This design comes from an exercise in tuning for small area, a short achievable clock period and few clock cycles per item on the open sky130 flow, not from production work.

Setup of v6:
==> flow/design.v (excerpt) <==
module pi_ctrl (
  input  logic         clk,
  input  logic         rst_n,
  input  logic         start,
  input  logic [127:0] set,
  input  logic [127:0] feedback,
  input  logic         infrain,
  input  logic         gain_we,
  input  logic [31:0]  ka_in,
  input  logic [31:0]  kb_in,
  input  logic         clr,
  output logic         busy,
  output logic         done,
  output logic [127:0] result,
  output logic [3:0]   sat
);
==> module pi_inc_mux, before the edit <==
module pi_inc_mux #(
  parameter int                  CH       = 4,
  parameter int                  W        = 32,
  parameter int                  SCALE_SH = 7,
  parameter logic signed [W-1:0] DEADBAND = 32,
  parameter logic [7:0]          IR_MASK  = 8'h01,
  parameter logic signed [W-1:0] IR_SET   = -40,
  parameter bit                  ACCUM    = 1'b0,
  parameter logic signed [W-1:0] OUT_MAX  = {1'b0, {(W-1){1'b1}}},
  parameter logic signed [W-1:0] OUT_MIN  = {1'b1, {(W-1){1'b0}}},
  parameter logic signed [W-1:0] KA_RST   = 360,
  parameter logic signed [W-1:0] KB_RST   = 210
) (
  input  logic            clk,
  input  logic            rst_n,
  input  logic            start,
  input  logic [CH*W-1:0] set,
  input  logic [CH*W-1:0] feedback,
  input  logic            infrain,
  input  logic            gain_we,
  input  logic [W-1:0]    ka_in,
  input  logic [W-1:0]    kb_in,
  input  logic            clr,
  output logic            busy,
  output logic            done,
  output logic [CH*W-1:0] result,
  output logic [CH-1:0]   sat
);
  function automatic logic [47:0] booth(input logic [31:0] v, input logic flip);
    logic [15:0] o, t, n;
    logic [32:0] x;
    x = {v, 1'b0};
    for (int k = 0; k < 16; k++) begin
      o[k] = x[2*k+1] ^ x[2*k];
      t[k] = (x[2*k+2] & ~x[2*k+1] & ~x[2*k]) | (~x[2*k+2] & x[2*k+1] & x[2*k]);
      n[k] = x[2*k+2] ^ flip;
    end
    booth = {o, t, n};
  endfunction
  logic            done_q, acc;
  logic [W-1:0]    ka_sh_q, kb_sh_q, kb_sh_d;
  logic [47:0]     enc_q;
  logic [W-1:0]    prev_q[CH];
  logic [W-1:0]    res_q [CH];
  logic [W-1:0]    ni_q  [CH];
  logic [CH-1:0]   sat_q;
  logic [W-1:0]    err   [CH];
  logic [W-1:0]    pa    [CH];
  logic [W-1:0]    res_n [CH];
  logic [CH-1:0]   clip;
  assign acc     = start && !clr && !done_q;
  assign kb_sh_d = gain_we ? kb_in : kb_sh_q;
  for (genvar c = 0; c < CH; c++) begin : g_ch
    logic [W-1:0] s, e, sum, ni;
    logic         d, pos, negv;
    always_comb begin
      s = set[c*W +: W];
      if (infrain && IR_MASK[c] && (s != '0)) s = IR_SET;
      e = (s << SCALE_SH) - feedback[c*W +: W];
      if (($signed(e) > -DEADBAND) && ($signed(e) < DEADBAND)) e = '0;
      err[c] = e;
    end
    assign ni = ni_q[c] & {W{done_q}};
    pi_mac u_mac (
      .bo(enc_q[47:32]), .bt(enc_q[31:16]), .bn(enc_q[15:0]),
      .m(prev_q[c]), .ni(ni), .r(res_q[c]), .pa(pa[c]), .s(sum));
    assign d    = pa[c][W-1];
    assign pos  = !res_q[c][W-1] && !d &&  sum[W-1];
    assign negv =  res_q[c][W-1] &&  d && !sum[W-1];
    assign clip[c]  = pos || negv;
    assign res_n[c] = pos ? OUT_MAX : negv ? OUT_MIN : sum;
    assign result[c*W +: W] = done_q ? res_n[c] : res_q[c];
  end
  always_ff @(posedge clk or negedge rst_n) begin
    if (!rst_n) begin
      done_q  <= 1'b0;
      ka_sh_q <= KA_RST;
      kb_sh_q <= KB_RST;
      sat_q   <= '0;
      for (int i = 0; i < CH; i++) begin
        prev_q[i] <= '0;
        res_q[i]  <= '0;
      end
    end else begin
      done_q  <= acc;
      kb_sh_q <= kb_sh_d;
      if (gain_we) ka_sh_q <= ka_in;
      if (clr) begin
        sat_q <= '0;
        for (int i = 0; i < CH; i++) begin
          prev_q[i] <= '0;
          res_q[i]  <= '0;
        end
      end else begin
        if (done_q) begin
          sat_q <= clip;
          for (int i = 0; i < CH; i++) res_q[i] <= res_n[i];
        end
        if (acc) begin
          for (int i = 0; i < CH; i++) prev_q[i] <= err[i];
        end
      end
    end
  end
  always_ff @(posedge clk) begin
    enc_q <= acc ? booth(ka_sh_q, 1'b0) : booth(kb_sh_d, 1'b1);
    for (int i = 0; i < CH; i++) ni_q[i] <= pa[i];
  end
  assign busy = 1'b0;
  assign done = done_q;
  assign sat  = done_q ? clip : sat_q;
endmodule
clock: 11.0 ns
lec_check: 0
cap_margin: 20
core_margin: 2
core_utilization: 40
setup_slack_margin: 0.6
slew_margin: 20
synth_hierarchical: 1
synth_minimum_keep_size: 0
run.sh (not shown) runs the stock make flow with config.mk's settings and CLKGATE_MAP_FILE= SYNTH_SCRIPT=/design/flow/synth_recipe.tcl, a recipe that flattens the netlist after the stock synthesis.
What v7 does differently from v6 at the input level:
--- a/flow/design.v
+++ b/flow/design.v
@@ -60,7 +60,7 @@
       if (($signed(e) > -DEADBAND) && ($signed(e) < DEADBAND)) e = '0;
       err[c] = e;
     end
-    assign ni = ni_q[c] & {W{done_q}};
+    assign ni = ni_q[c];
     pi_mac u_mac (
       .bo(enc_q[47:32]), .bt(enc_q[31:16]), .bn(enc_q[15:0]),
       .m(prev_q[c]), .ni(ni), .r(res_q[c]), .pa(pa[c]), .s(sum));
@@ -104,7 +104,7 @@
   end
   always_ff @(posedge clk) begin
     enc_q <= acc ? booth(ka_sh_q, 1'b0) : booth(kb_sh_d, 1'b1);
-    for (int i = 0; i < CH; i++) ni_q[i] <= pa[i];
+    for (int i = 0; i < CH; i++) ni_q[i] <= acc ? pa[i] : '0;
   end
   assign busy = 1'b0;
   assign done = done_q;
### Flow results
- Between v7 and v6, it is v7 whose global-route total usage across every layer is higher, by 0.52 points.
- Compared with v6, v7 shows total of plain and repair buffers excluding clock buffers that has gone up slightly.
- Compared to v6, the router laid down more metal wire for v7.
- A source of the critical timing path of u_pi.enc_q[32] is what v7 shows, while u_pi.done_q belongs to v6.
- Compared to v6, v7 has area added between synthesis and finish 0.39 points lower.
- Measured against each other, v6 and v7 differ in final worst-path cycle share, the lower figure coming from v6.
- In the metrics for v6 and v7, the one carrying the lower floorplan core area is v6.
Function was not checked in any run of this note: the RTL went through the layout flow alone.

## afterwards: timing with drivers on the ports
In the flow no input, the clock included, has a driving cell. The finished layouts below were timed again as built, in two steps. Step 1, drivers: a clkbuf_16 drives clk and a buf_2 each remaining input, both assumed. Step 2 also shifts input and output timing later by t, the mid clock arrival at the registers, as if the neighbouring blocks saw the same clock. a / b / c = ideal / step 1 / step 2; a / b = the first two.
| run | shift t [ns] | slack for setup (ns) | worst setup path after step 2 | clock arrival spread, ns | worst slew at a driven data input, ns |
|---|---|---|---|---|---|
| v6 | 0.803 | 0.637 / 0.548 / 1.351 | register to output | 0.069 / 0.069 | 0.14 |
| v7 | 0.810 | 0.607 / 0.511 / 1.322 | register to output | 0.057 / 0.057 | 0.21 |
After both steps every run listed still meets setup and hold.
